This design comes from an exercise in tuning for small area, a short achievable clock period and few clock cycles per item on the open sky130 flow, not from production work. Only simulation tests tie the RTL to the original design; equivalence was not proved.

== job 6020 ==
// booth_radix2_multiplier_core
module booth_radix2_multiplier_core #(
   parameter int MAX_WIDTH = 16
) (
   input  logic                      clock,
   input  logic                      reset,
   input  logic                          req_valid,
   output logic                          req_ready,
   input  logic [brm_pkg::IN_W-1:0]      req_multiplicand_bits,
   input  logic [brm_pkg::IN_W-1:0]      req_multiplier_bits,
   output logic                          rsp_valid,
   input  logic                          rsp_ready,
   output logic [brm_pkg::PRODUCT_W-1:0] rsp_product_bits,
   output logic                          rsp_negative,
   output logic [brm_pkg::MAG_W-1:0]     rsp_magnitude,
   input  logic                      csr_write_enable,
   input  logic [brm_pkg::CFG_W-1:0] csr_write_data
);
For scale: about 1,300 cells after synthesis, roughly 170 flip-flops, ~110 I/O pins.
export LEC_CHECK = 0
export ABC_CLOCK_PERIOD_IN_PS = 3300
export CAP_MARGIN = 20
export CORE_MARGIN = 2
export CORE_UTILIZATION = 40
export PLACE_DENSITY = 0.6
export SETUP_SLACK_MARGIN = 3.9
export SLEW_MARGIN = 20
create_clock -name core_clock -period 7.2 [get_ports {clock}]
standard.sh (not shown) runs the stock make flow with config.mk's settings and CLKGATE_MAP_FILE= SYNTH_SCRIPT=/design/flow/synth_recipe.tcl, a recipe that flattens the netlist after the stock synthesis.
==> flow/flow/run.sh <==
#!/bin/bash
# Layout flow: the standard ORFS flow (standard.sh) with two changes:
#  1. synthesis: the same script, except that Yosys's "synth -run fine:" step
#     gets -noabc, so the quick ABC pass there does not re-encode the adder
#     trees before extract_fa (it leaves fewer inverters around the fa/ha
#     cells); flops, hierarchy flattening and renaming are as in synth_recipe.tcl.
#  2. port buffers are sky130_fd_sc_hd__buf_2 instead of the delay cell that
#     buffer_ports picks by default.
# Each tool's output goes to the ORFS logs under orfs/logs; make's own output
# goes to flow_make.log here.
set -euo pipefail
here=$(pwd)
sed 's|^proc synth {args} { yosys synth -nofsm -noshare {\*}\$args }|proc synth {args} { if {[lsearch -exact $args fine:] >= 0} { lappend args -noabc }; yosys synth -nofsm -noshare {*}$args }|' synth_recipe.tcl > flow_synth.tcl
grep -q -- '-noabc' flow_synth.tcl
sed -e "s|SYNTH_SCRIPT=[^ ]*|SYNTH_SCRIPT=$here/flow_synth.tcl|" \
    -e 's|"\${@:-finish}"|BUFFER_PORTS_ARGS="-buffer_cell sky130_fd_sc_hd__buf_2" "${@:-finish}"|' standard.sh > flow_standard_mod.sh
grep -q flow_synth.tcl flow_standard_mod.sh
bash flow_standard_mod.sh > flow_make.log 2>&1
Job 6020 | stages: all done | timing, DRC, antenna: all pass
Testbench counts of job 6020, summed over its fixed seeds: cycles 8,024, items 8,000.
diff inputs: job 6020 => job 4275
Settings: SETUP_SLACK_MARGIN changed from 3.9 to 4.0; ABC_CLOCK_PERIOD_IN_PS changed from 3300 to 3200.
### Flow results
Compared with job 6020, job 4275 shows a hold slack that is 10 ps higher. Between job 6020 and job 4275, the post-route cell area does not differ in any meaningful way. The total iterations of the first detailed-routing run number comes out higher for job 4275 vs job 6020. Cmp job 4275 and job 6020 / global-route usage / lower: job 4275. Compared with job 6020, in job 4275 multi-input logic portion of the cell area higher; clock-buffer cell count rose by 8; worst path setup slack after routing shows an increase of 50 ps.
The inputs of job 3887 differ from those of job 4275 as listed below.
Settings: an added CTS_BUF_LIST of sky130_fd_sc_hd__clkbuf_8.
Job 3887 completed every stage of the flow, and the final layout passed the timing, DRC and antenna checks. The area added between synthesis and finish of job 3887 is lower than that of job 4275. Fraction of met1 tracks used by global routing, job 3887 and job 4275: smaller value in job 4275. From job 4275 to job 3887 the numbers moved as follows: critical path depth increased 5; number of instances resized during post-cts repair decreased 1. Job 3887 ended up with flip-flop to flip-flop as its kind of critical path; job 4275 ended up with input port to primary output. Job 3887 against job 4275: final-layout clock buffer total has decreased; sequential share of cell area shows an increase of 0.31 points. On total number of vias, job 4275 beats job 3887. Length of routed met3 wiring: job 3887 and job 4275 compared, higher one is job 4275.
[inputs] job 7130 vs job 3887
Settings: setting ABC_AREA to 1 for the first time; removing CTS_BUF_LIST (formerly sky130_fd_sc_hd__clkbuf_8); changing ABC_CLOCK_PERIOD_IN_PS from 3200 to 3300; changing SETUP_SLACK_MARGIN from 4.0 to 3.9.
## What came out
[job 7130] layout clock buffer count rose 1 relative to job 3887. Job 7130 reports its uppermost layer routed as met4 while job 3887 reports met5. The global-route track usage on met1 of job 7130 exceeds that of job 3887 by 2.0 points. Job 7130 reports its first element of the critical path as rsp_ready while job 3887 reports ax_q[12]$_DFFE_PP_. [job 7130] total via count after detailed routing rose 9.3% relative to job 3887. Core util | job 7130 vs job 3887 | job 7130 higher. Compare job 3887 and job 7130 | number of signal-net inverters in the final layout lower: job 3887. Diff job 3887 -> job 7130: setup slack has decreased.

[static timing again, ports no longer ideal]
No port has a modelled driver above. Below, the same layouts with a new extraction and two added sets of constraints. Step 1, drivers: a clkbuf_16 drives clock and a buf_2 each remaining input, both assumed. Step 2, shift: input delay + t, output delay - t, t = (earliest + latest rising clock arrival at the registers) / 2. This alone moves slack from input paths to output paths. Three values: ideal, step 1, step 2; two values: the first two.
| run | shift t [ns] | setup WS [ns] | hold WS [ns] | slew at the worst register clock pin (ns) | pins driven straight from the clock port |
|---|---|---|---|---|---|
| job 6020 | 0.484 | 3.915 / 3.877 / 3.594 | 0.426 / 0.426 / 0.426 | 0.07 / 0.07 | 1 |
| job 4275 | 0.486 | 3.965 / 3.925 / 3.669 | 0.436 / 0.436 / 0.436 | 0.07 / 0.07 | 1 |
| job 3887 | 0.534 | 3.954 / 3.930 / 3.602 | 0.436 / 0.436 / 0.436 | 0.10 / 0.10 | 1 |
| job 7130 | 0.493 | 3.711 / 3.678 / 3.678 | 0.422 / 0.422 / 0.422 | 0.07 / 0.07 | 1 |
After both steps every run listed still meets setup and hold. The setup slack of job 3887, which loses most, moves by -0.024 ns with the drivers and by -0.352 ns with both steps.
